This design comes from an exercise in tuning for small area on the open sky130 flow, not from production work. The RTL was checked by simulation tests, not by an equivalence proof against the original design. Power and IR drop assume default switching activity.

## flow/config.mk

```make
export PLATFORM = sky130hd
export DESIGN_NAME = rv_decode_top
export DESIGN_NICKNAME = rv_decode_top
export VERILOG_FILES = /design/flow/design.v
export SDC_FILE = /design/flow/constraint.sdc
export NUM_CORES = 4
export LEC_CHECK = 0
export ABC_CLOCK_PERIOD_IN_PS = 2500
export CAP_MARGIN = 20
export CORE_MARGIN = 2
export CORE_UTILIZATION = 75
export SLEW_MARGIN = 20
```

## flow/constraint.sdc

```tcl
create_clock -name core_clock -period 4.0 [get_ports {clk}]
set_input_delay 0.8000 -clock core_clock [delete_from_list [all_inputs] [get_ports {clk}]]
set_output_delay 0.8000 -clock core_clock [all_outputs]
set_load 0.01 [all_outputs]
```

## flow/design.v

```verilog
`timescale 1ns/1ps
`default_nettype none
package rv_decode_pkg;
	typedef struct packed {
		logic [32-1:0] inst;
		logic [64-1:0] pc;
		logic [64-1:0] rs1;
		logic [64-1:0] rs2;
	} fetch_pkt_t;
	typedef enum logic [3:0] {
		ALU_PASS    = 4'd0,      
		ALU_ADD     = 4'd1,
		ALU_SUB     = 4'd2,
		ALU_AND     = 4'd3,
		ALU_OR      = 4'd4,
		ALU_XOR     = 4'd5,
		ALU_SLT     = 4'd6,
		ALU_SLL     = 4'd7,
		ALU_SRL     = 4'd8,
		ALU_SRA     = 4'd9,
		ALU_COMPARE = 4'd10      
	} alu_op_e;
	typedef enum logic [2:0] {
		BR_NONE = 3'd0,
		BR_EQ   = 3'd1,
		BR_NE   = 3'd2,
		BR_LT   = 3'd3,
		BR_GE   = 3'd4
	} br_cond_e;
	typedef enum logic [2:0] {
		SRC_ZERO = 3'd0,
		SRC_RS1  = 3'd1,
		SRC_RS2  = 3'd2,
		SRC_PC   = 3'd3,
		SRC_IMM  = 3'd4,     
		SRC_LINK = 3'd5
	} opnd_src_e;
	typedef struct packed {
		fetch_pkt_t          pkt;
		alu_op_e             alu_op;
		br_cond_e            br_cond;
		logic                jump;
		opnd_src_e           ds1_src;
		opnd_src_e           ds2_src;
		opnd_src_e           as1_src;
		logic [64-1:0]    data_imm;    
		logic [64-1:0]    addr_imm;    
		logic                shamt_imm_sel;
		logic [6-1:0] shamt_imm;
		logic [3:0]          size;
		logic                is_unsigned;
		logic                word_op;
		logic                load;
		logic                store;
		logic                gpr_write;
		logic [5-1:0] rd;
		logic                illegal;
	} id_entry_t;
	typedef struct packed {
		logic [64-1:0]    pc;
		alu_op_e             alu_op;
		br_cond_e            br_cond;
		logic                jump;
		logic [64-1:0]    ds1;
		logic [64-1:0]    ds2;
		logic [64-1:0]    as1;
		logic [64-1:0]    as2;
		logic [6-1:0] shamt;
		logic [3:0]          size;
		logic                is_unsigned;
		logic                word_op;
		logic                load;
		logic                store;
		logic                gpr_write;
		logic [5-1:0] rd;
		logic                illegal;
		logic [64-1:0]    trap_value;
	} ex_uop_t;
endpackage
`default_nettype wire
`timescale 1ns/1ps
`default_nettype none
module inst_classifier (
	input  wire [223:0]  pkt_i,
	output logic [412:0] uop_o
);
	rv_decode_pkg::fetch_pkt_t pkt;
	rv_decode_pkg::ex_uop_t    u;
	logic [32-1:0] inst;
	logic [64-1:0] pc, rs1, rs2;
	logic [6:0] opcode;
	logic [2:0] f3;
	logic f7z, f7s, f6z, f6s;
	logic f3_0, f3_1, f3_5;
	logic c_lui, c_auipc, c_jal, c_jalr, c_br, c_ld, c_st, c_imm, c_imm32, c_reg, c_reg32;
	logic v_lui, v_auipc, v_jal, v_jalr, v_br, v_ld, v_st, v_imm, v_imm32, v_reg, v_reg32;
	logic legal, v_ldst, v_w32, v_opi, v_op;
	logic [64-1:0] imm_i, imm_s, imm_b, imm_u, imm_j;
	logic [3:0] alu_fn;
	logic [2:0] br_fn;
	assign pkt    = pkt_i;
	assign inst   = pkt.inst;
	assign pc     = pkt.pc;
	assign rs1    = pkt.rs1;
	assign rs2    = pkt.rs2;
	assign opcode = inst[6:0];
	assign f3     = inst[14:12];
	assign f7z    = (inst[31:25] == 7'h00);
	assign f7s    = (inst[31:25] == 7'h20);
	assign f6z    = (inst[31:26] == 6'h00);
	assign f6s    = (inst[31:26] == 6'h10);
	assign f3_0   = (f3 == 3'd0);
	assign f3_1   = (f3 == 3'd1);
	assign f3_5   = (f3 == 3'd5);
	assign c_lui   = (opcode == 7'b0110111);
	assign c_auipc = (opcode == 7'b0010111);
	assign c_jal   = (opcode == 7'b1101111);
	assign c_jalr  = (opcode == 7'b1100111);
	assign c_br    = (opcode == 7'b1100011);
	assign c_ld    = (opcode == 7'b0000011);
	assign c_st    = (opcode == 7'b0100011);
	assign c_imm   = (opcode == 7'b0010011);
	assign c_imm32 = (opcode == 7'b0011011);
	assign c_reg   = (opcode == 7'b0110011);
	assign c_reg32 = (opcode == 7'b0111011);
	assign v_lui   = c_lui;
	assign v_auipc = c_auipc;
	assign v_jal   = c_jal;
	assign v_jalr  = c_jalr && f3_0;
	assign v_br    = c_br && (f3[2:1] != 2'b01);
	assign v_ld    = c_ld && (f3 != 3'd7);
	assign v_st    = c_st && !f3[2];
	assign v_imm   = c_imm && (f3_1 ? f6z : f3_5 ? (f6z || f6s) : 1'b1);
	assign v_imm32 = c_imm32 && (f3_0 || (f3_1 && f7z) || (f3_5 && (f7z || f7s)));
	assign v_reg   = c_reg && (f7z || (f7s && (f3_0 || f3_5)));
	assign v_reg32 = c_reg32 && (((f3_0 || f3_5) && (f7z || f7s)) || (f3_1 && f7z));
	assign legal  = v_lui || v_auipc || v_jal || v_jalr || v_br || v_ld || v_st ||
		v_imm || v_imm32 || v_reg || v_reg32;
	assign v_ldst = v_ld || v_st;
	assign v_w32  = v_imm32 || v_reg32;
	assign v_opi  = v_imm || v_imm32;
	assign v_op   = v_opi || v_reg || v_reg32;
	assign imm_i = {{(64-12){inst[31]}}, inst[31:20]};
	assign imm_s = {{(64-12){inst[31]}}, inst[31:25], inst[11:7]};
	assign imm_b = {{(64-13){inst[31]}}, inst[31], inst[7], inst[30:25], inst[11:8], 1'b0};
	assign imm_u = {{(64-32){inst[31]}}, inst[31:12], 12'b0};
	assign imm_j = {{(64-21){inst[31]}}, inst[31], inst[19:12], inst[20], inst[30:21], 1'b0};
	always_comb begin
		case (f3)
			3'd0:    alu_fn = ((c_reg || c_reg32) && inst[30]) ? 4'd2 : 4'd1;
			3'd1:    alu_fn = 4'd7;
			3'd2:    alu_fn = 4'd6;
			3'd3:    alu_fn = 4'd6;
			3'd4:    alu_fn = 4'd5;
			3'd5:    alu_fn = inst[30] ? 4'd9 : 4'd8;
			3'd6:    alu_fn = 4'd4;
			default: alu_fn = 4'd3;
		endcase
		case (f3)
			3'd0:       br_fn = 3'd1;
			3'd1:       br_fn = 3'd2;
			3'd4, 3'd6: br_fn = 3'd3;
			default:    br_fn = 3'd4;
		endcase
	end
	always_comb begin
		u = '0;
		u.pc          = pc;
		u.rd          = inst[11:7];
		u.illegal     = !legal;
		u.trap_value  = {32'd0, inst & {32{!legal}}};
		u.gpr_write   = legal && !v_br && !v_st;
		u.word_op     = v_w32;
		u.load        = v_ld;
		u.store       = v_st;
		u.jump        = v_jal || v_jalr;
		u.size[0]     = v_ldst && (f3[1:0] == 2'd0);
		u.size[1]     = v_ldst && (f3[1:0] == 2'd1);
		u.size[2]     = !legal || v_w32 || (v_ldst && (f3[1:0] == 2'd2));
		u.size[3]     = (legal && !v_ldst && !v_w32) || (v_ldst && (f3[1:0] == 2'd3));
		u.is_unsigned = ((v_imm || v_reg) && (f3 == 3'd3)) ||
			(v_br && f3[2] && f3[1]) || (v_ld && f3[2]);
		if (v_opi && (f3[1:0] == 2'b01))
			u.shamt = {inst[25] && !c_imm32, inst[24:20]};
		else
			u.shamt = rs2[6-1:0] & {6{legal}};
		u.ds1 = ({64{v_lui}} & imm_u) |
			({64{v_auipc || v_jal || v_jalr}} & pc) |
			({64{v_br || v_op}} & rs1);
		u.ds2 = ({64{v_reg || v_reg32 || v_br || v_st}} & rs2) |
			({64{v_opi}} & imm_i) |
			({64{v_auipc}} & imm_u) |
			({64{v_jal || v_jalr}} & 64'(4));
		u.as1 = ({64{v_br || v_jal}} & pc) |
			({64{legal && !c_br && !c_jal}} & rs1);
		u.as2 = ({64{v_br}} & imm_b) |
			({64{v_jal}} & imm_j) |
			({64{v_st}} & imm_s) |
			({64{v_jalr || v_ld}} & imm_i);
		u.alu_op = rv_decode_pkg::alu_op_e'(({4{v_auipc || v_jal || v_jalr}} & 4'd1) |
			({4{v_br}} & 4'd10) |
			({4{v_op}} & alu_fn));
		u.br_cond = rv_decode_pkg::br_cond_e'({3{v_br}} & br_fn);
	end
	assign uop_o = u;
endmodule
`default_nettype wire
`timescale 1ns/1ps
`default_nettype none
module decode_fifo #(
	parameter int  WIDTH   = 1,
	parameter int  DEPTH   = 4
) (
	input  wire              clk,
	input  wire              rst,
	input  wire              push_i,
	input  wire [WIDTH-1:0]  data_i,
	input  wire              pop_i,
	output logic [WIDTH-1:0] data_o,
	output logic             not_empty_o
);
	logic [WIDTH-1:0] mem [DEPTH];
	logic [DEPTH-1:0] vld;
	logic [DEPTH-1:0] rdy;       
	always_comb begin
		rdy[0] = !vld[0] || pop_i;
		for (int k = 1; k < DEPTH; k++)
			rdy[k] = !vld[k] || rdy[k-1];
	end
	assign data_o      = mem[0];
	assign not_empty_o = vld[0];
	always_ff @(posedge clk) begin
		for (int k = 0; k < DEPTH - 1; k++)
			if (rdy[k])
				mem[k] <= mem[k+1];
		if (rdy[DEPTH-1])
			mem[DEPTH-1] <= data_i;
	end
	always_ff @(posedge clk) begin
		if (rst) begin
			vld <= '0;
		end else begin
			for (int k = 0; k < DEPTH - 1; k++)
				if (rdy[k])
					vld[k] <= vld[k+1];
			if (rdy[DEPTH-1])
				vld[DEPTH-1] <= push_i;
		end
	end
endmodule
`default_nettype wire
`timescale 1ns/1ps
`default_nettype none
module operand_issue (
	input  wire   clk,
	input  wire   rst,
	input  wire   avail_i,
	output logic  pop_o,
	input  wire   credit_i
);
	logic [1:0] credit_cnt;
	assign pop_o = avail_i && (credit_cnt != 2'd0);
	always_ff @(posedge clk) begin
		if (rst)
			credit_cnt <= 2'(2);
		else
			credit_cnt <= credit_cnt - 2'(pop_o) + 2'(credit_i);
	end
endmodule
`default_nettype wire
`timescale 1ns/1ps
`default_nettype none
module rv_decode_top (
	input  wire             clk,
	input  wire             rst,
	input  wire [223:0]     fetch_i,       
	input  wire             fetch_valid_i,
	output wire             in_credit_o,
	output wire [412:0]     uop_o,         
	output wire             uop_valid_o,
	input  wire             ex_credit_i
);
	logic [223:0] head_pkt;
	logic         head_avail;
	logic         issue_pop;
	decode_fifo #(
		.WIDTH   (224),
		.DEPTH   (4)
	) decode_fifo_i (
		.clk         (clk),
		.rst         (rst),
		.push_i      (fetch_valid_i),
		.data_i      (fetch_i),
		.pop_i       (issue_pop),
		.data_o      (head_pkt),
		.not_empty_o (head_avail)
	);
	operand_issue operand_issue_i (
		.clk      (clk),
		.rst      (rst),
		.avail_i  (head_avail),
		.pop_o    (issue_pop),
		.credit_i (ex_credit_i)
	);
	inst_classifier inst_classifier_i (
		.pkt_i (head_pkt),
		.uop_o (uop_o)
	);
	assign uop_valid_o = issue_pop;
	assign in_credit_o = issue_pop;
endmodule
`default_nettype wire
```

## flow/flow/run.sh

```bash
#!/bin/bash
# Standard layout with small port buffers, one tie cell for all constant outputs and a
# clock tree without dummy loads.
set -euo pipefail
export BUFFER_PORTS_ARGS="-buffer_cell sky130_fd_sc_hd__buf_1"
export CTS_ARGS="-sink_clustering_enable -repair_clock_nets -dont_use_dummy_load -buf_list sky130_fd_sc_hd__clkbuf_16 -sink_clustering_size 24 -sink_clustering_max_diameter 60"
export SKIP_REPAIR_TIE_FANOUT=1
bash standard.sh > make_flow.log 2>&1
```

## flow/standard.sh

```bash
#!/bin/bash
# synth_recipe.tcl (not shown) runs the flow's synth.tcl, then flattens the netlist and writes it again
# the make line also repeats each setting of config.mk as NAME=value (left out here)
make -C /OpenROAD-flow-scripts/flow DESIGN_CONFIG=/design/flow/config.mk WORK_HOME=/design/flow/orfs CLKGATE_MAP_FILE= SYNTH_SCRIPT=/design/flow/synth_recipe.tcl "${@:-finish}"
```

==> results of run 1 <==
-- final cells by class --
type | instances | share of cell area
antenna | 19 | 0.00135
clock buffer | 47 | 0.0335
inverter | 11 | 0.00139
multi-input combinational | 398 | 0.0928
sequential | 902 | 0.770
tap | 539 | 0.0192
timing repair buffer | 670 | 0.0818
-- per-layer routing --
metal	GRT usage	share of wire	vias up
met3	0.0786	0.11	206
met2	0.549	0.51	1204
met1	0.419	0.33	8088
met5	0	0.0015	-
li1	-	-	6858
met4	0.161	0.053	16
-- layout by cell type (no fill, tap or decap), types with 4 or more instances in the layout --
cell / instances
edfxtp_1: 896
buf_1: 610
a22o_1: 115
a21o_1: 61
a221o_1: 53
clkbuf_16: 47
buf_4: 47
and2_1: 42
diode_2: 19
nor2_1: 18
inv_1: 10
nand2_1: 10
buf_12: 10
o21ai_0: 8
nand2b_1: 7
a21oi_1: 6
nand3_1: 5
and3_1: 4
dfxtp_1: 4
-- worst paths after layout --
kind | from | to | slack (ns)
worst max-delay path | decode_fifo_i.mem[0][194] | uop_o[207] | 0.05
worst min-delay path | fetch_i[15] | decode_fifo_i.mem[3][15] | 0.35
worst max register to register | decode_fifo_i.vld[0] | decode_fifo_i.mem[3][166] | 1.25
worst min register to register | decode_fifo_i.mem[3][158] | decode_fifo_i.mem[2][158] | 0.40
-- report_power, final --
part | switching [mW] | internal (mW)
Sequential | 0.258 | 10.9
Clock | 2.67 | 2.09
Combinational | 0.282 | 0.178
Total | 3.21 | 13.1
-- worst reg2reg max path: stages (launching register included) --
cell and delay (ns):
dfxtp_1 0.37, nor3b_4 0.58, nand4_1 0.65, buf_12 0.45
buf_4 0.37
-- through the flow --
stage                     hold WS [ns]  std cells  instance area [um2]  TNS (ns)
after floorplan                  0.400       1521                31600  -2862.67
after global placement           0.400       2501                33600         0
after detailed placement         0.405       2501                33600         0
after CTS                        0.320       2555                34900         0
after global routing             0.319       2585                35100    -0.109
final                            0.347       2586                35100         0
-- cell families (layout without fill, tap and decap cells) --
logic type,count (synthesis),after routing,synth area share
other,1,20,0.000119
AO/OA/AOI/OAI,267,267,0.0728
flip-flops,902,902,0.855
XOR/XNOR,4,4,0.00111
buffers and inverters,221,728,0.0468
adder cells (fa/ha/maj),2,2,0.000791
AND/OR/NAND/NOR,124,124,0.0236
-- sequential cells by signal, indices dropped and copies added (netlist names) --
signal	flops
decode_fifo_i.vld	4
decode_fifo_i.mem	896
operand_issue_i.credit_cnt	2
-- what timing repair did --
| item | in CTS | in global routing |
|---|---|---|
| resized for setup | 8 | 12 |
| pin swaps | 0 | 3 |
| hold buffers | 0 | 0 |
| setup endpoints to repair | 236 | 235 |
| setup buffers | 7 | 12 |
==> flow_metrics.py, run 1 <==
metrics = {
    "layout": {
        "fillerInstances": 1807,
        "final_nets": 2260,
        "multi_input_area_um2": 3260,
        "drive_gt1_frac": 0.0700,
        "syn_to_final_growth_pct": 11.0,
        "utilization": 0.841,
        "area.sequential_um2": 27000,
    },
    "timing": {
        "timing.final.ws_setup_ns": 0.0483,
        "timing.final.crit_share": 0.988,
        "maxSlewViolCount": 0,
        "setup_viol_count_final": 0,
        "max_freq_mhz": 253,
        "max_slew_margin": 0.296,
        "tightest_slew_ns": 1.06,
        "period_needed_ns": 3.95,
        "skew_ns": 0.0562,
        "finalHoldViolations": 0,
    },
    "run": {
        "cap_violations": 0,
    },
    "clock_tree": {
        "root_buffer": "clkbuf_16",
        "cts_buffers": 47,
        "cts_max_level": 2,
        "path_clk_slew_ns": 0.10,
        "cts_tree": "done",
        "insertion_delay_ns": 0.61,
        "cts.sinks": 902,
        "cts.path.max_buffers": 3,
    },
    "synth": {
        "synth.most_common_cell": "edfxtp_1",
        "async_reset_ff_frac": 0,
        "yosysSeqAreaShare": 0.855,
        "synth_top_area_frac": 0.851,
        "netlist_instances": 1521,
        "synth_common_cells": "896 x edfxtp_1, 150 x buf_4, 115 x a22o_1, 61 x a21o_1, 53 x a221o_1",
        "syn_avg_cell_area_um2": 20.8,
        "synth-seq-cells": 902,
        "yosysWarnings": 4,
        "synthTopCellsByArea": "edfxtp_1 85%, buf_4 3.6%, a22o_1 3.2%",
        "yosysTopAreaCell": "edfxtp_1",
        "synthDistinctLibCells": 58,
        "synth_edf_count": 896,
        "netlist_area_um2": 31600,
        "synthFlopType": "edfxtp_1",
        "synthesis.nets": 1751,
    },
    "detailed_routing": {
        "wl_um": 74000,
        "ant_nets": 0,
        "first_pass_iters": 5,
        "vias_per_cell": 6.33,
        "drc_errors": 0,
        "vias": 16400,
        "drt-wirelength-per-cell_um": 28.6,
        "dr.first_iter.drc_count": 1832,
    },
    "setup_path": {
        "cpPeakStageDelay_ns": 0.50,
        "arrival_ns": 3.15,
        "worstPathMaxFanout": 64,
        "cp_num_cells": 8,
        "reg2reg_depth": 4,
        "crit_family": "buffers and inverters",
        "cp-start-kind": "flop",
        "crit_type": "reg2out",
        "required_ns": 3.20,
        "critical_path.slowest_cell": "edfxtp_1",
        "crit_chain": "and4bb_2 > nand4b_1 > buf_4 > a2bb2oi_4 > a31oi_4 > buf_12 > a22o_1 > buf_1",
        "crit_buf_inv": 3,
        "crit_path_end_kind": "output port",
    },
    "floorplanning": {
        "fp.coreArea_um2": 41800,
        "die_area_um2": 43800,
        "num_rows": 75,
        "start_util": 0.757,
        "die_x_um": 209,
        "io_pins": 643,
        "die_h_um": 209,
    },
    "placement": {
        "io_buffers": 610,
        "post-place-ws_ns": 0.263,
        "dp.final_hpwl_um": 46700,
        "globalplace.congestion": 0.900,
    },
    "global_routing": {
        "grt_max_degree": 154,
        "track_usage": 0.330,
        "grt-ovfl-total": 0,
        "antenna_found_initial": 26,
        "grt_pass1_wl_um": 103000,
        "first_global_vias": 15700,
    },
    "power": {
        "p_per_area_nw_per_um2": 466,
        "p_leak_nw": 12.9,
        "p_total_mw": 16.4,
        "peakVddDrop_uv": 422,
    },
    "hold_path": {
        "whs_path_depth": 1,
        "hold_path_class": "in2reg",
    },
    "status": {
        "status": "no timing/DRC/antenna violations",
    },
}
==> run 2, diff against run 1 <==
--- a/flow/config.mk
+++ b/flow/config.mk
@@ -6,7 +6,7 @@
 export NUM_CORES = 4
 export LEC_CHECK = 0
-export ABC_CLOCK_PERIOD_IN_PS = 2500
-export CAP_MARGIN = 20
+export ABC_CLOCK_PERIOD_IN_PS = 1800
+export CAP_MARGIN = 10
 export CORE_MARGIN = 2
 export CORE_UTILIZATION = 75
-export SLEW_MARGIN = 20
+export SLEW_MARGIN = 10
==> flow_metrics.py, run 2 <==
metrics = {
    "timing": {
        "max_slew_margin": 0.296,
        "fin_tns_setup_ns": 0,
        "max_freq_mhz": 253,
        "timing.final.crit_share": 0.988,
        "skew_ns": 0.0562,
        "setup_viol_count_final": 0,
        "finalHoldViolations": 0,
        "maxSlewViolCount": 0,
        "period_needed_ns": 3.95,
        "tightest_slew_ns": 1.06,
        "timing.final.ws_setup_ns": 0.0483,
    },
    "clock_tree": {
        "cts_tree": "done",
        "cts.path.max_buffers": 3,
        "cts.sinks": 902,
        "cts_max_level": 2,
        "cts_hold_buf": 0,
        "path_clk_slew_ns": 0.10,
        "root_buffer": "clkbuf_16",
        "insertion_delay_ns": 0.61,
        "cts_buffers": 47,
    },
    "hold_path": {
        "hold_path_class": "in2reg",
    },
    "synth": {
        "yosysTopAreaCell": "edfxtp_1",
        "yosysSeqAreaShare": 0.855,
        "synth_edf_count": 896,
        "synthDistinctLibCells": 58,
        "synthTopCellsByArea": "edfxtp_1 85%, buf_4 3.6%, a22o_1 3.2%",
        "synth-seq-cells": 902,
        "synthesis.nets": 1751,
        "async_reset_ff_frac": 0,
        "yosysWarnings": 4,
        "netlist_instances": 1521,
        "netlist_area_um2": 31600,
        "synth.most_common_cell": "edfxtp_1",
        "syn_avg_cell_area_um2": 20.8,
        "synth_common_cells": "896 x edfxtp_1, 150 x buf_4, 115 x a22o_1, 61 x a21o_1, 53 x a221o_1",
        "synthFlopType": "edfxtp_1",
        "synth_top_area_frac": 0.851,
    },
    "global_routing": {
        "first_global_vias": 15700,
        "grt_pass1_wl_um": 103000,
        "grt-ovfl-total": 0,
        "track_usage": 0.330,
        "antenna_found_initial": 26,
        "grt_max_degree": 154,
    },
    "floorplanning": {
        "die_area_um2": 43800,
        "num_rows": 75,
        "die_h_um": 209,
        "start_util": 0.757,
        "io_pins": 643,
        "fp.coreArea_um2": 41800,
        "die_x_um": 209,
    },
    "placement": {
        "post-place-ws_ns": 0.263,
        "io_buffers": 610,
        "globalplace.congestion": 0.900,
        "dp.final_hpwl_um": 46700,
        "place_area_um2": 33600,
        "dpl.cell_count": 2501,
    },
    "setup_path": {
        "crit_type": "reg2out",
        "required_ns": 3.20,
        "worstPathMaxFanout": 64,
        "crit_path_end_kind": "output port",
        "arrival_ns": 3.15,
        "cp-start-kind": "flop",
    },
    "layout": {
        "reg_top3": "decode_fifo_i.mem (896), decode_fifo_i.vld (4), operand_issue_i.credit_cnt (2)",
        "top_register": "decode_fifo_i.mem",
        "final_common_cell": "edfxtp_1",
        "largest_register_ff_count": 896,
        "syn_to_final_growth_pct": 11.0,
        "stdcell_area_um2": 35100,
        "final_nets": 2260,
        "mostFrequentLayoutCells": "896 x edfxtp_1, 610 x buf_1, 115 x a22o_1",
        "final_cells": 2586,
        "drive_gt1_frac": 0.0700,
    },
    "detailed_routing": {
        "dr.first_iter.drc_count": 1832,
        "drt-wirelength-per-cell_um": 28.6,
        "first_pass_iters": 5,
        "met1_length_um": 24600,
        "vias": 16400,
        "highest_layer": "met5",
        "wl_met3_um": 7850,
        "vias_per_cell": 6.33,
        "wl_um": 74000,
        "drc_errors": 0,
        "ant_nets": 0,
        "met2_length_um": 37500,
    },
    "power": {
        "p_per_area_nw_per_um2": 466,
        "p_leak_nw": 12.9,
        "p_total_mw": 16.4,
        "peakVddDrop_uv": 422,
    },
    "status": {
        "status": "no timing/DRC/antenna violations",
    },
    "run": {
        "cap_violations": 0,
    },
}
run 2: cell counts in the layout (fill, tap and decap cells not counted):
Identical to the previous run, type by type.
run 2: path summary, 6_finish.rpt:
kind	startpoint	end	slack, ns	cells after the start
worst max register to register	decode_fifo_i.vld[0]	decode_fifo_i.mem[3][166]	1.25	4
worst max-delay path	decode_fifo_i.mem[0][194]	uop_o[207]	0.05	8
worst min register to register	decode_fifo_i.mem[3][158]	decode_fifo_i.mem[2][158]	0.40	0
worst min-delay path	fetch_i[15]	decode_fifo_i.mem[3][15]	0.35	1
run 2: critical path: stages, from the launching register on:
cell and delay [ns]:
edfxtp_1 0.50, and4bb_2 0.41, nand4b_1 0.21, buf_4 0.22
a2bb2oi_4 0.20, a31oi_4 0.23, buf_12 0.27, a22o_1 0.24
buf_1 0.21
run 2: final cells by class:
cell class | count | area [um2]
Antenna cell | 19 | 47.5
Clock buffer | 47 | 1180
Fill cell | 1807 | 6660
Inverter | 11 | 48.8
Multi-Input combinational cell | 398 | 3260
Sequential cell | 902 | 27000
Tap cell | 539 | 674
Timing Repair Buffer | 670 | 2870
run 2: cell families (layout without fill, tap and decap cells):
family,Yosys count,count (layout),share of synthesized area
flops,902,902,0.855
compound gates,267,267,0.0728
buf+inv,221,728,0.0468
simple gates,124,124,0.0236
xor+xnor,4,4,0.00111
fa+ha+maj,2,2,0.000791
other cells,1,20,0.000119
run 2: timing repair:
action / in CTS / in global routing
setup buffers: 7 / 12
setup endpoints to repair: 236 / 235
resized for setup: 8 / 12
hold endpoints to repair: 0 / 0
cloned: 0 / 0
pin swaps: 0 / 3
run 2: where the power goes:
group          total (mW)  internal (mW)  switching, mW
clock                4.77           2.09           2.67
sequential           11.1           10.9          0.258
combinational       0.460          0.178          0.282
run 2: metal layers:
metal,GRT usage,up-vias
met3,0.0786,206
met5,0,-
met1,0.419,8088
met4,0.161,16
li1,-,6858
met2,0.549,1204
run 2: metrics by stage:
step	hold WS, ns	util
after floorplan	0.400	-
after global placement	0.400	0.805
after detailed placement	0.405	0.805
after global routing	0.319	0.841
after CTS	0.320	0.835
final	0.347	0.841
==> run 3, diff against run 2 <==
==> flow/flow/run.sh (replaced) <==
#!/bin/bash
# Standard layout with small port buffers, one tie cell for all constant outputs and a
# clock tree without dummy loads.
set -euo pipefail
export BUFFER_PORTS_ARGS="-buffer_cell sky130_fd_sc_hd__buf_1"
export CTS_ARGS="-sink_clustering_enable -repair_clock_nets -dont_use_dummy_load -buf_list sky130_fd_sc_hd__clkbuf_16"
export SKIP_REPAIR_TIE_FANOUT=1
bash standard.sh > make_flow.log 2>&1
--- a/flow/config.mk
+++ b/flow/config.mk
@@ -6,7 +6,6 @@
 export NUM_CORES = 4
 export LEC_CHECK = 0
-export ABC_CLOCK_PERIOD_IN_PS = 1800
-export CAP_MARGIN = 10
+export CAP_MARGIN = 20
 export CORE_MARGIN = 2
-export CORE_UTILIZATION = 75
-export SLEW_MARGIN = 10
+export CORE_UTILIZATION = 65
+export SLEW_MARGIN = 20
==> flow_metrics.py, run 3 <==
metrics = {
    "clock_tree": {
        "root_buffer": "clkbuf_16",
        "insertion_delay_ns": 0.61,
        "cts.path.max_buffers": 3,
        "cts_max_level": 3,
        "cts_buffers": 85,
        "cts.sinks": 902,
        "cts_tree": "done",
        "path_clk_slew_ns": 0.06,
    },
    "power": {
        "p_leak_nw": 13.4,
        "p_total_mw": 18.2,
        "peakVddDrop_uv": 402,
        "p_per_area_nw_per_um2": 504,
    },
    "synth": {
        "yosysTopAreaCell": "edfxtp_1",
        "syn_avg_cell_area_um2": 20.8,
        "netlist_area_um2": 31600,
        "synth_edf_count": 896,
        "synth_top_area_frac": 0.851,
        "synth.most_common_cell": "edfxtp_1",
        "async_reset_ff_frac": 0,
        "yosysWarnings": 4,
        "synth-seq-cells": 902,
        "synthesis.nets": 1751,
        "netlist_instances": 1521,
        "synthDistinctLibCells": 58,
        "synthFlopType": "edfxtp_1",
        "synth_common_cells": "896 x edfxtp_1, 150 x buf_4, 115 x a22o_1, 61 x a21o_1, 53 x a221o_1",
        "yosysSeqAreaShare": 0.855,
        "synthTopCellsByArea": "edfxtp_1 85%, buf_4 3.6%, a22o_1 3.2%",
    },
    "layout": {
        "final_nets": 2305,
        "stdcell_area_um2": 36200,
        "final_common_cell": "edfxtp_1",
        "syn_to_final_growth_pct": 14.6,
        "mostFrequentLayoutCells": "896 x edfxtp_1, 607 x buf_1, 115 x a22o_1",
        "top_register": "decode_fifo_i.mem",
        "drive_gt1_frac": 0.0897,
        "largest_register_ff_count": 896,
        "fillerInstances": 2788,
        "final_cells": 2704,
        "utilization": 0.757,
        "reg_top3": "decode_fifo_i.mem (896), decode_fifo_i.vld (4), operand_issue_i.credit_cnt (2)",
    },
    "placement": {
        "globalplace.congestion": 0.901,
        "dpl.cell_count": 2579,
        "dp.final_hpwl_um": 47400,
        "post-place-ws_ns": 0.352,
        "io_buffers": 610,
        "place_area_um2": 33700,
    },
    "setup_path": {
        "cp-start-kind": "flop",
        "crit_family": "compound AO/OA/AOI/OAI gates",
        "r2r_slack_ns": 1.46,
        "reg2reg_depth": 3,
        "timing.rr.end": "decode_fifo_i.mem[2][86]",
        "crit_path_end_kind": "output port",
        "crit_chain": "or3_4 > a211oi_4 > a311oi_2 > a31oi_4 > buf_4 > buf_12 > a22o_1 > buf_1",
        "critical_path.slowest_cell": "edfxtp_1",
        "worstPathMaxFanout": 21,
        "cp_num_cells": 8,
        "crit_end": "uop_o[173]",
        "r2r-start": "decode_fifo_i.vld[0]",
        "required_ns": 3.20,
        "crit_type": "reg2out",
        "arrival_ns": 3.12,
        "cpPeakStageDelay_ns": 0.56,
        "crit_start": "decode_fifo_i.mem[0][204]",
        "crit_buf_inv": 3,
    },
    "timing": {
        "holdWs_ns": 0.342,
        "max_slew_margin": 0.258,
        "period_needed_ns": 3.92,
        "maxSlewViolCount": 0,
        "timing.final.ws_setup_ns": 0.0823,
        "max_freq_mhz": 255,
        "rsz0062_at_grt": "no",
        "finalHoldViolations": 0,
        "setup_viol_count_final": 0,
        "skew_ns": 0.0625,
        "fin_tns_setup_ns": 0,
        "tightest_slew_ns": 1.11,
        "timing.final.crit_share": 0.979,
    },
    "floorplanning": {
        "die_h_um": 225,
        "io_pins": 643,
        "start_util": 0.661,
        "die_x_um": 225,
        "die_area_um2": 50400,
        "fp.coreArea_um2": 47800,
        "num_rows": 80,
    },
    "hold_path": {
        "hold_path_class": "in2reg",
    },
    "detailed_routing": {
        "drt-wirelength-per-cell_um": 26.4,
        "drc_errors": 0,
        "wl_um": 71300,
        "first_pass_iters": 5,
        "vias_per_cell": 5.90,
        "dr.first_iter.drc_count": 1445,
        "vias": 16000,
        "ant_nets": 0,
    },
    "global_routing": {
        "grt-ovfl-total": 0,
        "first_global_vias": 15200,
        "grt_max_degree": 161,
        "track_usage": 0.279,
        "grt_pass1_wl_um": 99400,
        "antenna_found_initial": 24,
    },
    "status": {
        "status": "no timing/DRC/antenna violations",
    },
    "run": {
        "cap_violations": 0,
    },
}
run 3: cell types whose count changed in the layout (fill, tap and decap cells not counted), sizes merged:
| cell | delta |
|---|---|
| clkbuf | +38 |
| buf | +7 |
| diode | -3 |
run 3: report_power, final:
part	switching, mW	internal (mW)
sequential	0.224	10.9
combinational	0.286	0.187
clock	2.93	3.72
total	3.44	14.8
run 3: timing repair:
| action | 4_1_cts | 5_1_grt |
|---|---|---|
| setup endpoints to repair | 246 | 218 |
| setup buffers | 9 | 14 |
| pin swaps | 0 | 3 |
| hold buffers | 0 | 0 |
| gates resized for setup | 9 | 10 |
| cloned | 0 | 1 |
run 3: worst reg2reg max path, cell delays in order, from the launching register on:
cell	delay, ns
dfxtp_1	0.36
nor3b_4	0.54
nand3_4	0.63
buf_12	0.45
run 3: worst min-delay path by stage:
stage,from,to,slack (ns),cells after the start
floorplan,decode_fifo_i.mem[1][0],decode_fifo_i.mem[0][0],0.40,0
global placement,decode_fifo_i.mem[2][104],decode_fifo_i.mem[1][104],0.40,0
detailed placement,decode_fifo_i.mem[1][107],decode_fifo_i.mem[0][107],0.40,0
CTS,fetch_i[12],decode_fifo_i.mem[3][12],0.31,1
global route,fetch_i[35],decode_fifo_i.mem[3][35],0.31,1
finish,fetch_i[12],decode_fifo_i.mem[3][12],0.34,1
run 3: final cells by class:
cell class / instances / area (um2) / share of cell area
sequential: 902 / 27000 / 0.746
timing repair buffer: 677 / 2980 / 0.0822
antenna: 16 / 40.0 / 0.00111
multi-input combinational: 398 / 3230 / 0.0892
clock buffer: 85 / 2130 / 0.0587
tap: 615 / 769 / 0.0212
inverter: 11 / 48.8 / 0.00135
run 3: cells by family after synthesis:
family                   after synthesis  synth area share
AO/OA/AOI/OAI                        267            0.0728
adder cells (fa/ha/maj)                2          0.000791
other                                  1          0.000119
AND/OR/NAND/NOR                      124            0.0236
XOR/XNOR                               4           0.00111
buffers and inverters                221            0.0468
flip-flops                           902             0.855
run 3: routing by layer:
layer	global-route usage	part of all wire
met1	0.358	0.36
met2	0.455	0.50
met3	0.0772	0.096
met4	0.119	0.040
met5	0	0.0018
==> run 4, diff against run 3 <==
==> flow/flow/run.sh (replaced) <==
#!/bin/bash
# Standard layout with small port buffers, one tie cell for all constant outputs and a
# clock tree without dummy loads.
set -euo pipefail
export BUFFER_PORTS_ARGS="-buffer_cell sky130_fd_sc_hd__buf_1"
export CTS_ARGS="-sink_clustering_enable -repair_clock_nets -dont_use_dummy_load -buf_list sky130_fd_sc_hd__clkbuf_16 -sink_clustering_size 28 -sink_clustering_max_diameter 45"
export SKIP_REPAIR_TIE_FANOUT=1
bash standard.sh > make_flow.log 2>&1
--- a/flow/config.mk
+++ b/flow/config.mk
@@ -6,6 +6,8 @@
 export NUM_CORES = 4
 export LEC_CHECK = 0
+export ABC_CLOCK_PERIOD_IN_PS = 2500
 export CAP_MARGIN = 20
 export CORE_MARGIN = 2
-export CORE_UTILIZATION = 65
+export CORE_UTILIZATION = 82
+export PLACE_DENSITY = 0.86
 export SLEW_MARGIN = 20
==> flow_metrics.py, run 4 <==
metrics = {
    "floorplanning": {
        "start_util": 0.835,
        "die_h_um": 200,
        "io_pins": 643,
        "die_x_um": 200,
        "num_rows": 71,
    },
    "clock_tree": {
        "root_buffer": "clkbuf_16",
        "cts.sinks": 902,
        "cts_buffers": 56,
        "cts_max_level": 2,
        "cts.path.max_buffers": 3,
    },
    "synth": {
        "synthDistinctLibCells": 58,
        "synth_common_cells": "896 x edfxtp_1, 150 x buf_4, 115 x a22o_1, 61 x a21o_1, 53 x a221o_1",
        "yosysTopAreaCell": "edfxtp_1",
        "async_reset_ff_frac": 0,
        "netlist_area_um2": 31600,
        "synthTopCellsByArea": "edfxtp_1 85%, buf_4 3.6%, a22o_1 3.2%",
        "synth-seq-cells": 902,
        "synth.most_common_cell": "edfxtp_1",
        "syn_avg_cell_area_um2": 20.8,
        "synthesis.nets": 1751,
        "netlist_instances": 1521,
        "synth_edf_count": 896,
        "synthFlopType": "edfxtp_1",
        "yosysSeqAreaShare": 0.855,
        "synth_top_area_frac": 0.851,
        "yosysWarnings": 4,
    },
    "placement": {
        "io_buffers": 610,
        "globalplace.congestion": 0.916,
        "post-place-ws_ns": 0.290,
        "place_area_um2": 33600,
        "dp.final_hpwl_um": 53500,
    },
    "timing": {
        "worstEpCategory": "output port",
        "postGrtWorstEndpoint": "uop_o[151]",
    },
    "global_routing": {
        "grt_max_degree": 159,
        "track_usage": 0.974,
        "grt-ovfl-total": 1403,
        "antenna_found_initial": 62,
    },
    "status": {
        "status": "did not finish",
        "first-error": "[ERROR GRT-0232] Routing congestion too high. Check the congestion heatmap in the GUI.",
        "failing_step": "5_1_grt",
    },
}
## run 4: cell counts after synthesis
Identical to the previous run, type by type.
## run 4: worst min-delay path by stage
stage | endpoint | from | slack, ns
2_1_floorplan | decode_fifo_i.mem[0][0] | decode_fifo_i.mem[1][0] | 0.40
3_5_place_dp | decode_fifo_i.mem[0][112] | decode_fifo_i.mem[1][112] | 0.40
3_3_place_gp | decode_fifo_i.mem[2][161] | decode_fifo_i.mem[3][161] | 0.40
4_1_cts | decode_fifo_i.mem[3][146] | fetch_i[146] | 0.32
## run 4: cell families after synthesis
kind of cell,count (synthesis),share of synthesized area
and+or+nand+nor,124,0.0236
buffers and inverters,221,0.0468
other,1,0.000119
AOI/OAI and AO/OA,267,0.0728
adders and majority gates,2,0.000791
xor gates and xnor gates,4,0.00111
DFF,902,0.855
## run 4: power groups by stage
stage	clock network (mW)	logic (mW)	registers, mW
after CTS	5.36	0.507	11.2
after floorplan	0	0.293	11.2
after global placement	0	0.425	11.3
after detailed placement	0	0.450	11.3
## run 4: timing repair
action | 4_1_cts
resized for setup | 31
pin swaps | 3
buffers inserted | 14
endpoints found under the setup margin | 288
hold buffers | 0
cloned | 0
## run 4: metrics by stage
stage           TNS, ns  instances  total power [mW]  utilization
4_1_cts          -0.180       2542              17.0        0.931
3_5_place_dp          0       2472              11.8        0.887
3_3_place_gp          0       2472              11.7        0.887
2_1_floorplan  -2862.67       1521              11.5            -
## run 4: per-layer routing
layer  track usage  GRT overflow
met2          1.09           852
met4          1.04           407
met5         0.610             8
met1         0.929            78
met3         0.889            58
==> run 5, diff against run 4 <==
--- a/flow/design.v
+++ b/flow/design.v
@@ -81,6 +81,37 @@
 `timescale 1ns/1ps
 `default_nettype none
+module inst_legal (
+	input  wire [32-1:0] inst_i,
+	output logic            legal_o
+);
+	logic [6:0] opcode;
+	logic [2:0] f3;
+	logic f7z, f7s, f6z, f6s;
+	assign opcode = inst_i[6:0];
+	assign f3     = inst_i[14:12];
+	assign f7z    = (inst_i[31:25] == 7'h00);
+	assign f7s    = (inst_i[31:25] == 7'h20);
+	assign f6z    = (inst_i[31:26] == 6'h00);
+	assign f6s    = (inst_i[31:26] == 6'h10);
+	always_comb begin
+		case (opcode)
+			7'b0110111, 7'b0010111, 7'b1101111: legal_o = 1'b1;
+			7'b1100111:   legal_o = (f3 == 3'd0);
+			7'b1100011: legal_o = (f3[2:1] != 2'b01);
+			7'b0000011:   legal_o = (f3 != 3'd7);
+			7'b0100011:  legal_o = !f3[2];
+			7'b0010011:    legal_o = (f3 == 3'd1) ? f6z : (f3 == 3'd5) ? (f6z || f6s) : 1'b1;
+			7'b0011011:  legal_o = (f3 == 3'd0) || ((f3 == 3'd1) && f7z) ||
+				((f3 == 3'd5) && (f7z || f7s));
+			7'b0110011:    legal_o = f7z || (f7s && ((f3 == 3'd0) || (f3 == 3'd5)));
+			7'b0111011:  legal_o = (((f3 == 3'd0) || (f3 == 3'd5)) && (f7z || f7s)) ||
+				((f3 == 3'd1) && f7z);
+			default:     legal_o = 1'b0;
+		endcase
+	end
+endmodule
 module inst_classifier (
 	input  wire [223:0]  pkt_i,
+	input  wire          legal_i,
 	output logic [412:0] uop_o
 );
@@ -91,6 +122,4 @@
 	logic [6:0] opcode;
 	logic [2:0] f3;
-	logic f7z, f7s, f6z, f6s;
-	logic f3_0, f3_1, f3_5;
 	logic c_lui, c_auipc, c_jal, c_jalr, c_br, c_ld, c_st, c_imm, c_imm32, c_reg, c_reg32;
 	logic v_lui, v_auipc, v_jal, v_jalr, v_br, v_ld, v_st, v_imm, v_imm32, v_reg, v_reg32;
@@ -106,11 +135,4 @@
 	assign opcode = inst[6:0];
 	assign f3     = inst[14:12];
-	assign f7z    = (inst[31:25] == 7'h00);
-	assign f7s    = (inst[31:25] == 7'h20);
-	assign f6z    = (inst[31:26] == 6'h00);
-	assign f6s    = (inst[31:26] == 6'h10);
-	assign f3_0   = (f3 == 3'd0);
-	assign f3_1   = (f3 == 3'd1);
-	assign f3_5   = (f3 == 3'd5);
 	assign c_lui   = (opcode == 7'b0110111);
 	assign c_auipc = (opcode == 7'b0010111);
@@ -124,17 +146,16 @@
 	assign c_reg   = (opcode == 7'b0110011);
 	assign c_reg32 = (opcode == 7'b0111011);
+	assign legal   = legal_i;
 	assign v_lui   = c_lui;
 	assign v_auipc = c_auipc;
 	assign v_jal   = c_jal;
-	assign v_jalr  = c_jalr && f3_0;
-	assign v_br    = c_br && (f3[2:1] != 2'b01);
-	assign v_ld    = c_ld && (f3 != 3'd7);
-	assign v_st    = c_st && !f3[2];
-	assign v_imm   = c_imm && (f3_1 ? f6z : f3_5 ? (f6z || f6s) : 1'b1);
-	assign v_imm32 = c_imm32 && (f3_0 || (f3_1 && f7z) || (f3_5 && (f7z || f7s)));
-	assign v_reg   = c_reg && (f7z || (f7s && (f3_0 || f3_5)));
-	assign v_reg32 = c_reg32 && (((f3_0 || f3_5) && (f7z || f7s)) || (f3_1 && f7z));
-	assign legal  = v_lui || v_auipc || v_jal || v_jalr || v_br || v_ld || v_st ||
-		v_imm || v_imm32 || v_reg || v_reg32;
+	assign v_jalr  = c_jalr && legal;
+	assign v_br    = c_br && legal;
+	assign v_ld    = c_ld && legal;
+	assign v_st    = c_st && legal;
+	assign v_imm   = c_imm && legal;
+	assign v_imm32 = c_imm32 && legal;
+	assign v_reg   = c_reg && legal;
+	assign v_reg32 = c_reg32 && legal;
 	assign v_ldst = v_ld || v_st;
 	assign v_w32  = v_imm32 || v_reg32;
@@ -218,5 +239,7 @@
 	input  wire              pop_i,
 	output logic [WIDTH-1:0] data_o,
-	output logic             not_empty_o
+	output logic             not_empty_o,
+	output logic [WIDTH-1:0] next_o,      
+	output logic             load_o
 );
 	logic [WIDTH-1:0] mem [DEPTH];
@@ -230,4 +253,6 @@
 	assign data_o      = mem[0];
 	assign not_empty_o = vld[0];
+	assign next_o      = (DEPTH > 1) ? mem[1] : data_i;
+	assign load_o      = rdy[0];
 	always_ff @(posedge clk) begin
 		for (int k = 0; k < DEPTH - 1; k++)
@@ -284,4 +309,8 @@
 	logic         head_avail;
 	logic         issue_pop;
+	logic [223:0] next_pkt;
+	logic         head_load;
+	logic         next_legal;
+	logic         head_legal;
 	decode_fifo #(
 		.WIDTH   (224),
@@ -294,6 +323,16 @@
 		.pop_i       (issue_pop),
 		.data_o      (head_pkt),
-		.not_empty_o (head_avail)
+		.not_empty_o (head_avail),
+		.next_o      (next_pkt),
+		.load_o      (head_load)
 	);
+	inst_legal inst_legal_i (
+		.inst_i  (next_pkt[223:192]),
+		.legal_o (next_legal)
+	);
+	always_ff @(posedge clk) begin
+		if (head_load)
+			head_legal <= next_legal;
+	end
 	operand_issue operand_issue_i (
 		.clk      (clk),
@@ -304,6 +343,7 @@
 	);
 	inst_classifier inst_classifier_i (
-		.pkt_i (head_pkt),
-		.uop_o (uop_o)
+		.pkt_i   (head_pkt),
+		.legal_i (head_legal),
+		.uop_o   (uop_o)
 	);
 	assign uop_valid_o = issue_pop;
==> flow/flow/run.sh (replaced) <==
#!/bin/bash
# Standard layout with small port buffers, one tie cell for all constant outputs and a
# clock tree without dummy loads.
set -euo pipefail
export BUFFER_PORTS_ARGS="-buffer_cell sky130_fd_sc_hd__buf_1"
export CTS_ARGS="-sink_clustering_enable -repair_clock_nets -dont_use_dummy_load -buf_list sky130_fd_sc_hd__clkbuf_16 -sink_clustering_size 27 -sink_clustering_max_diameter 80"
export SKIP_REPAIR_TIE_FANOUT=1
bash standard.sh > make_flow.log 2>&1
--- a/flow/config.mk
+++ b/flow/config.mk
@@ -9,5 +9,4 @@
 export CAP_MARGIN = 20
 export CORE_MARGIN = 2
-export CORE_UTILIZATION = 82
-export PLACE_DENSITY = 0.86
+export CORE_UTILIZATION = 75
 export SLEW_MARGIN = 20
==> flow_metrics.py, run 5 <==
metrics = {
    "clock_tree": {
        "insertion_delay_ns": 0.58,
        "path_clk_slew_ns": 0.10,
        "cts_max_level": 2,
        "root_buffer": "clkbuf_16",
        "cts.sinks": 903,
        "cts_hold_buf": 0,
        "cts_tree": "done",
        "cts_buffers": 39,
        "cts.path.max_buffers": 3,
    },
    "detailed_routing": {
        "vias": 16300,
        "ant_nets": 0,
        "dr.first_iter.drc_count": 2018,
        "drt-wirelength-per-cell_um": 28.2,
        "wl_um": 72500,
        "vias_per_cell": 6.34,
        "first_pass_iters": 8,
        "drc_errors": 0,
    },
    "timing": {
        "skew_ns": 0.0307,
        "timing.final.crit_share": 0.984,
        "setup_viol_count_final": 0,
        "max_freq_mhz": 254,
        "maxSlewViolCount": 0,
        "holdWs_ns": 0.369,
        "period_needed_ns": 3.94,
        "finalHoldViolations": 0,
        "tightest_slew_ns": 0.957,
        "max_slew_margin": 0.357,
    },
    "setup_path": {
        "worstPathMaxFanout": 58,
        "critical_path.slowest_cell": "edfxtp_1",
        "crit_path_end_kind": "output port",
        "crit_family": "buffers and inverters",
        "crit_type": "reg2out",
        "required_ns": 3.20,
        "crit_buf_inv": 3,
        "cp-start-kind": "flop",
        "arrival_ns": 3.14,
        "crit_chain": "inv_1 > nor3_4 > a211oi_4 > buf_8 > a22o_1 > buf_1",
        "cpPeakStageDelay_ns": 0.57,
    },
    "floorplanning": {
        "die_area_um2": 44000,
        "io_pins": 643,
        "fp.coreArea_um2": 41900,
        "die_x_um": 210,
        "start_util": 0.759,
        "num_rows": 75,
        "die_h_um": 210,
    },
    "synth": {
        "syn_avg_cell_area_um2": 20.6,
        "synth_top_area_frac": 0.848,
        "synth_common_cells": "897 x edfxtp_1, 151 x buf_4, 111 x a22o_1, 64 x a21o_1, 54 x a221o_1",
        "synthTopCellsByArea": "edfxtp_1 85%, buf_4 3.6%, a22o_1 3.1%",
        "synth-seq-cells": 903,
        "netlist_area_um2": 31800,
        "synthDistinctLibCells": 59,
        "synthFlopType": "edfxtp_1",
        "yosysTopAreaCell": "edfxtp_1",
        "yosysSeqAreaShare": 0.852,
        "yosysWarnings": 6,
        "synthesis.nets": 1769,
        "netlist_instances": 1539,
        "synth.most_common_cell": "edfxtp_1",
        "synth_edf_count": 897,
        "async_reset_ff_frac": 0,
    },
    "placement": {
        "dp.final_hpwl_um": 46500,
        "io_buffers": 610,
        "globalplace.congestion": 1.01,
    },
    "status": {
        "status": "no timing/DRC/antenna violations",
    },
    "global_routing": {
        "grt_util_met2": 0.532,
        "antenna_found_initial": 31,
        "busiest_layer": "met2",
        "grt_max_degree": 161,
        "grt_use_met1": 0.424,
        "track_usage": 0.325,
        "first_global_vias": 15600,
        "grt_pass1_wl_um": 101000,
        "grt-ovfl-total": 0,
        "globalRouteMet3Util": 0.0621,
    },
    "hold_path": {
        "hold_path_class": "in2reg",
    },
    "layout": {
        "final_common_cell": "edfxtp_1",
        "reg_top3": "decode_fifo_i.mem (896), decode_fifo_i.vld (4), operand_issue_i.credit_cnt (2)",
        "top_register": "decode_fifo_i.mem",
        "mostFrequentLayoutCells": "897 x edfxtp_1, 610 x buf_1, 111 x a22o_1",
        "largest_register_ff_count": 896,
        "syn_to_final_growth_pct": 9.32,
        "final_nets": 2238,
        "drive_gt1_frac": 0.0459,
    },
    "power": {
        "swShare": 0.194,
        "combinationalPowerShare": 0.025,
        "p_leak_nw": 12.6,
        "clock_power_share": 0.272,
        "pwr-share-seq": 0.704,
        "p_sw_mw": 3.08,
        "p_total_mw": 15.9,
        "peakVddDrop_uv": 627,
        "p_per_area_nw_per_um2": 457,
        "p_int_mw": 12.8,
    },
    "run": {
        "cap_violations": 0,
    },
}
==> run 5: changes by cell type after synthesis, sizes merged, moves of 6 or more <==
cell	delta
clkbuf	-8
nor2b	+28
nor2	+7
and2	-42
nand3	+11
a21boi	+6
==> run 5: power by group through the flow <==
stage	clock, mW	sequential (mW)	combinational (mW)
2_1_floorplan	0	11.2	0.281
3_3_place_gp	0	11.3	0.368
3_5_place_dp	0	11.4	0.377
4_1_cts	4.38	11.2	0.386
5_1_grt	4.64	11.2	0.415
6_report	4.31	11.2	0.389
==> run 5: layer usage <==
layer	wire length (um)	part of all wire
met4	4060	0.056
met3	7370	0.10
met2	36200	0.50
met1	24800	0.34
met5	84	0.0012
==> run 5: what timing repair did <==
action                                  CTS  global route
endpoints found under the setup margin   58            36
cloned                                    0             1
resized for setup                         1             4
pin swaps                                 0             1
setup buffers                             0             0
==> run 5: final cells by class <==
type	instances	area (um2)
antenna	25	62.6
clock buffer	39	976
fill	1900	7140
inverter	15	68.8
multi-input combinational	416	3300
sequential	903	27100
tap	539	674
timing repair buffer	633	2570
==> run 5: worst paths after layout <==
| kind | from | to | slack [ns] | depth (start not counted) |
|---|---|---|---|---|
| setup / recovery | decode_fifo_i.mem[0][195] | uop_o[192] | 0.06 | 6 |
| hold / removal | fetch_i[138] | decode_fifo_i.mem[3][138] | 0.37 | 1 |
| setup reg to reg | operand_issue_i.credit_cnt[0] | decode_fifo_i.mem[0][205] | 1.42 | 3 |
| hold reg to reg | decode_fifo_i.mem[3][33] | decode_fifo_i.mem[2][33] | 0.41 | 0 |
==> run 5: logic make-up after synthesis <==
family	Yosys count	synth area share
flip-flops	903	0.852
multiplexers	1	0.000355
adder cells (fa/ha/maj)	2	0.000788
AND/OR/NAND/NOR	139	0.0270
other	1	0.000118
XOR/XNOR	3	0.000828
AO/OA/AOI/OAI	269	0.0720
buffers and inverters	221	0.0469
==> run 5: metrics by stage <==
step	utilization	TNS (ns)	std cells	cell area, um2	worst slack [ns]
5_1_grt	0.829	-0.00563	2568	34700	-0.00563
6_report	0.829	0	2570	34700	0.0625
2_1_floorplan	-	-2880.83	1539	31800	-5.49
3_5_place_dp	0.804	0	2505	33600	0.520
3_3_place_gp	0.804	0	2505	33600	0.712
4_1_cts	0.827	0	2544	34600	0.0807
==> run 6, diff against run 5 <==
--- a/flow/config.mk
+++ b/flow/config.mk
@@ -10,3 +10,4 @@
 export CORE_MARGIN = 2
 export CORE_UTILIZATION = 75
+export SETUP_SLACK_MARGIN = 0.05
 export SLEW_MARGIN = 20
==> flow_metrics.py, run 6 <==
metrics = {
    "status": {
        "status": "no timing/DRC/antenna violations",
    },
    "layout": {
        "drive_gt1_frac": 0.0492,
        "top_register": "decode_fifo_i.mem",
        "utilization": 0.831,
        "mostFrequentLayoutCells": "897 x edfxtp_1, 610 x buf_1, 111 x a22o_1",
        "final_nets": 2245,
        "final_common_cell": "edfxtp_1",
        "reg_top3": "decode_fifo_i.mem (896), decode_fifo_i.vld (4), operand_issue_i.credit_cnt (2)",
        "stdcell_area_um2": 34800,
        "largest_register_ff_count": 896,
        "syn_to_final_growth_pct": 9.52,
    },
    "timing": {
        "setup_viol_count_final": 0,
        "fin_tns_setup_ns": 0,
        "timing.final.crit_share": 0.966,
        "skew_ns": 0.0224,
        "tightest_slew_ns": 0.952,
        "rsz0062_at_grt": "yes",
        "timing.final.ws_setup_ns": 0.136,
        "max_freq_mhz": 259,
        "max_slew_margin": 0.360,
        "maxSlewViolCount": 0,
        "period_needed_ns": 3.86,
        "finalHoldViolations": 0,
    },
    "detailed_routing": {
        "dr.first_iter.drc_count": 2057,
        "vias_per_cell": 6.35,
        "ant_nets": 0,
        "drt-wirelength-per-cell_um": 28.1,
        "vias": 16400,
        "first_pass_iters": 6,
        "drc_errors": 0,
        "wl_um": 72400,
    },
    "setup_path": {
        "crit_chain": "inv_1 > nor3_4 > a211oi_4 > buf_8 > a22o_1 > buf_1",
        "required_ns": 3.20,
        "crit_path_end_kind": "output port",
        "crit_family": "buffers and inverters",
        "worstPathMaxFanout": 58,
        "critical_path.slowest_cell": "edfxtp_1",
        "cp-start-kind": "flop",
        "crit_type": "reg2out",
        "crit_buf_inv": 3,
        "arrival_ns": 3.06,
        "cpPeakStageDelay_ns": 0.57,
    },
    "synth": {
        "yosysSeqAreaShare": 0.852,
        "synth-seq-cells": 903,
        "synthTopCellsByArea": "edfxtp_1 85%, buf_4 3.6%, a22o_1 3.1%",
        "yosysTopAreaCell": "edfxtp_1",
        "synthDistinctLibCells": 59,
        "netlist_instances": 1539,
        "synth.most_common_cell": "edfxtp_1",
        "netlist_area_um2": 31800,
        "syn_avg_cell_area_um2": 20.6,
        "yosysWarnings": 6,
        "async_reset_ff_frac": 0,
        "synth_top_area_frac": 0.848,
        "synthesis.nets": 1769,
        "synth_common_cells": "897 x edfxtp_1, 151 x buf_4, 111 x a22o_1, 64 x a21o_1, 54 x a221o_1",
        "synthFlopType": "edfxtp_1",
        "synth_edf_count": 897,
    },
    "global_routing": {
        "first_global_vias": 15600,
        "grt_pass1_wl_um": 101000,
        "track_usage": 0.325,
        "antenna_found_initial": 30,
        "grt-ovfl-total": 0,
        "grt_max_degree": 161,
    },
    "placement": {
        "globalplace.congestion": 1.01,
        "io_buffers": 610,
        "place_area_um2": 33600,
        "post-place-ws_ns": 0.520,
        "dp.final_hpwl_um": 46500,
    },
    "clock_tree": {
        "cts.path.max_buffers": 3,
        "cts_buffers": 39,
        "insertion_delay_ns": 0.58,
        "path_clk_slew_ns": 0.10,
        "cts_tree": "done",
        "cts.sinks": 903,
        "root_buffer": "clkbuf_16",
        "cts_max_level": 2,
        "cts_hold_buf": 0,
    },
    "floorplanning": {
        "die_h_um": 210,
        "io_pins": 643,
        "die_area_um2": 44000,
        "fp.coreArea_um2": 41900,
        "num_rows": 75,
        "die_x_um": 210,
        "start_util": 0.759,
    },
    "power": {
        "p_leak_nw": 12.7,
        "p_per_area_nw_per_um2": 457,
        "p_total_mw": 15.9,
        "peakVddDrop_uv": 627,
    },
    "run": {
        "cap_violations": 0,
    },
    "hold_path": {
        "hold_path_class": "in2reg",
    },
}
==> run 6: area by class of cell <==
cell class | count | area [um2]
Antenna cell | 24 | 60.1
Multi-Input combinational cell | 416 | 3300
Sequential cell | 903 | 27100
Clock buffer | 39 | 976
Tap cell | 539 | 674
Fill cell | 1888 | 7080
Inverter | 15 | 68.8
Timing Repair Buffer | 640 | 2640
==> run 6: what timing repair did <==
action | 4_1_cts | 5_1_grt
cloned | 0 | 1
setup buffers | 0 | 7
endpoints found under the setup margin | 58 | 93
pin swaps | 0 | 3
endpoints found under the hold margin | 0 | 0
resized for setup | 1 | 4
==> run 6: kinds of logic after synthesis <==
| family | Yosys count | share of synthesized area |
|---|---|---|
| other cells | 1 | 0.000118 |
| xor+xnor | 3 | 0.000828 |
| fa+ha+maj | 2 | 0.000788 |
| simple gates | 139 | 0.0270 |
| mux | 1 | 0.000355 |
| flops | 903 | 0.852 |
| buf+inv | 221 | 0.0469 |
| compound gates | 269 | 0.0720 |
==> run 6: layer usage <==
metal,track usage,up-vias,part of all wire
li1,-,6884,-
met4,0.173,12,0.054
met2,0.532,1241,0.50
met1,0.424,8007,0.34
met5,0,-,0.0011
met3,0.0621,216,0.11
==> run 6: through the flow <==
stage,hold WS [ns],instances
5_1_grt,0.358,2574
2_1_floorplan,0.400,1539
3_3_place_gp,0.400,2505
4_1_cts,0.343,2544
3_5_place_dp,0.405,2505
6_report,0.370,2576
==> run 6: final timing paths <==
check	startpoint	to	slack [ns]	cells past startpoint
min reg2reg	decode_fifo_i.mem[3][126]	decode_fifo_i.mem[2][126]	0.41	0
max reg2reg	operand_issue_i.credit_cnt[0]	decode_fifo_i.mem[0][206]	1.42	3
min	fetch_i[138]	decode_fifo_i.mem[3][138]	0.37	1
max	decode_fifo_i.mem[0][195]	uop_o[192]	0.14	6
==> run 6: where the power goes <==
group | internal, mW | leakage, nW | switching (mW)
Combinational | 0.151 | 2.66 | 0.240
Clock | 1.76 | 0.481 | 2.56
Sequential | 10.9 | 9.55 | 0.284
==> run 7, diff against run 6 <==
--- a/flow/config.mk
+++ b/flow/config.mk
@@ -10,4 +10,4 @@
 export CORE_MARGIN = 2
 export CORE_UTILIZATION = 75
-export SETUP_SLACK_MARGIN = 0.05
+export SETUP_SLACK_MARGIN = 0.1
 export SLEW_MARGIN = 20
==> flow_metrics.py, run 7 <==
metrics = {
    "power": {
        "pwr-share-seq": 0.703,
        "p_per_area_nw_per_um2": 456,
        "p_int_mw": 12.8,
        "peakVddDrop_uv": 629,
        "swShare": 0.195,
        "combinationalPowerShare": 0.025,
        "p_total_mw": 15.9,
        "clock_power_share": 0.272,
        "p_sw_mw": 3.09,
        "p_leak_nw": 12.7,
    },
    "synth": {
        "synth_common_cells": "897 x edfxtp_1, 151 x buf_4, 111 x a22o_1, 64 x a21o_1, 54 x a221o_1",
        "yosysTopAreaCell": "edfxtp_1",
        "synth-seq-cells": 903,
        "synth_top_area_frac": 0.848,
        "netlist_area_um2": 31800,
        "synthesis.nets": 1769,
        "yosysWarnings": 6,
        "synthFlopType": "edfxtp_1",
        "synthTopCellsByArea": "edfxtp_1 85%, buf_4 3.6%, a22o_1 3.1%",
        "async_reset_ff_frac": 0,
        "synth.most_common_cell": "edfxtp_1",
        "synth_edf_count": 897,
        "synthDistinctLibCells": 59,
        "netlist_instances": 1539,
        "yosysSeqAreaShare": 0.852,
        "syn_avg_cell_area_um2": 20.6,
    },
    "clock_tree": {
        "cts_hold_buf": 0,
        "root_buffer": "clkbuf_16",
        "cts_max_level": 2,
        "cts.sinks": 903,
        "insertion_delay_ns": 0.58,
        "cts_tree": "done",
        "cts.path.max_buffers": 3,
        "cts_buffers": 39,
        "path_clk_slew_ns": 0.10,
    },
    "run": {
        "cap_violations": 0,
    },
    "floorplanning": {
        "die_x_um": 210,
        "fp.coreArea_um2": 41900,
        "die_area_um2": 44000,
        "io_pins": 643,
        "num_rows": 75,
        "start_util": 0.759,
        "die_h_um": 210,
    },
    "detailed_routing": {
        "drc_errors": 0,
        "drt-wirelength-per-cell_um": 28.2,
        "vias_per_cell": 6.35,
        "first_pass_iters": 6,
        "vias": 16400,
        "dr.first_iter.drc_count": 2118,
        "ant_nets": 0,
        "wl_um": 72700,
    },
    "setup_path": {
        "cp-start-kind": "flop",
        "crit_path_end_kind": "output port",
        "required_ns": 3.20,
        "arrival_ns": 2.99,
        "worstPathMaxFanout": 58,
        "crit_type": "reg2out",
    },
    "global_routing": {
        "grt_max_degree": 161,
        "antenna_found_initial": 30,
        "grt-ovfl-total": 0,
        "first_global_vias": 15500,
        "track_usage": 0.325,
        "grt_pass1_wl_um": 101000,
    },
    "layout": {
        "final_cells": 2583,
        "area.sequential_um2": 27100,
        "largest_register_ff_count": 896,
        "drive_gt1_frac": 0.0525,
        "top_register": "decode_fifo_i.mem",
        "multi_input_area_um2": 3300,
        "stdcell_area_um2": 34800,
        "reg_top3": "decode_fifo_i.mem (896), decode_fifo_i.vld (4), operand_issue_i.credit_cnt (2)",
        "mostFrequentLayoutCells": "897 x edfxtp_1, 610 x buf_1, 111 x a22o_1",
        "final_common_cell": "edfxtp_1",
        "syn_to_final_growth_pct": 9.69,
        "final_nets": 2252,
        "fillerInstances": 1889,
    },
    "timing": {
        "period_needed_ns": 3.79,
        "maxSlewViolCount": 0,
        "rsz0062_at_grt": "no",
        "tightest_slew_ns": 0.981,
        "holdWs_ns": 0.369,
        "finalHoldViolations": 0,
        "max_freq_mhz": 264,
        "skew_ns": 0.0239,
        "max_slew_margin": 0.341,
        "fin_tns_setup_ns": 0,
        "timing.final.crit_share": 0.948,
        "setup_viol_count_final": 0,
    },
    "hold_path": {
        "hold_path_class": "in2reg",
    },
    "placement": {
        "globalplace.congestion": 1.01,
        "place_area_um2": 33600,
        "io_buffers": 610,
        "dpl.cell_count": 2505,
        "dp.final_hpwl_um": 46500,
    },
    "status": {
        "status": "no timing/DRC/antenna violations",
    },
}
## run 7: cell counts after synthesis
Identical to the previous run, type by type.
## run 7: path summary, 6_finish.rpt
path,startpoint,depth (start not counted),to,slack [ns]
setup / recovery,decode_fifo_i.mem[0][196],6,uop_o[192],0.21
hold / removal,fetch_i[138],1,decode_fifo_i.mem[3][138],0.37
setup reg to reg,operand_issue_i.credit_cnt[0],3,decode_fifo_i.mem[0][206],1.42
hold reg to reg,decode_fifo_i.mem[3][179],0,decode_fifo_i.mem[2][179],0.41
## run 7: layer usage
layer / up-vias / GRT usage / wire [um]
met2: 1218 / 0.533 / 36200
met5: - / 0 / 84
met3: 214 / 0.0630 / 7720
met4: 12 / 0.173 / 4060
li1: 6899 / - / -
met1: 8065 / 0.422 / 24700
## run 7: critical path, cell delays in order (launching register included)
cell	delay, ns
edfxtp_1	0.55
nand3b_2	0.27
nor3_4	0.12
a211oi_4	0.50
buf_8	0.41
a22o_1	0.25
buf_1	0.20
## run 7: final cells by class
cell class	instances	share of cell area
Tap cell	539	0.0194
Inverter	15	0.00198
Sequential cell	903	0.777
Multi-Input combinational cell	416	0.0947
Antenna cell	24	0.00172
Timing Repair Buffer	647	0.0773
Clock buffer	39	0.0280
## run 7: cells by family (layout without fill, tap and decap cells)
kind of cell,count (synthesis),after routing,synth area share
AO/OA/AOI/OAI,269,269,0.0720
XOR/XNOR,3,3,0.000828
adder cells (fa/ha/maj),2,2,0.000788
buffers and inverters,221,701,0.0469
flip-flops,903,903,0.852
multiplexers,1,1,0.000355
other,1,25,0.000118
AND/OR/NAND/NOR,139,140,0.0270
## run 7: per-stage QoR
step / util / setup WS, ns
after global routing: 0.832 / 0.124
after CTS: 0.827 / 0.106
after global placement: 0.804 / 0.712
after floorplan: - / -5.49
after detailed placement: 0.804 / 0.520
final: 0.832 / 0.207
## run 7: power by group through the flow
stage / combinational [mW] / sequential (mW) / clock (mW)
floorplan: 0.281 / 11.2 / 0
global placement: 0.368 / 11.3 / 0
detailed placement: 0.377 / 11.4 / 0
CTS: 0.386 / 11.2 / 4.38
global route: 0.423 / 11.2 / 4.64
finish: 0.397 / 11.2 / 4.33
## run 7: timing repair
action                                  CTS  global route
buffers inserted                          0            14
resized for setup                         2             2
pin swaps                                 0             3
gates cloned                              0             1
endpoints found under the setup margin   58           113
endpoints found under the hold margin     0             0

## afterwards: timing with drivers on the ports
The flow's constraints put no driver on any port. The routed layouts listed below were extracted and timed again, unchanged, in two steps.
Step 1, drivers: a clkbuf_16 drives clk and a buf_2 each remaining input, both assumed.
Step 2, shift: input delay + t, output delay - t, t = (earliest + latest rising clock arrival at the registers) / 2. This alone moves slack from input paths to output paths.
Slacks: ideal ports / drivers / drivers and shift; pairs: ideal ports / drivers.
run	t, ns	slack for setup (ns)	worst data-port slew with drivers (ns)
run 1	0.645	0.048 / -0.014 / 0.631	0.13
run 2	0.645	0.048 / -0.014 / 0.631	0.13
run 3	0.647	0.082 / 0.022 / 0.669	0.13
run 5	0.631	0.062 / 0.002 / 0.633	0.12
run 6	0.631	0.136 / 0.077 / 0.708	0.11
run 7	0.634	0.207 / 0.148 / 0.782	0.12
After both steps setup and hold are still met in every run listed.
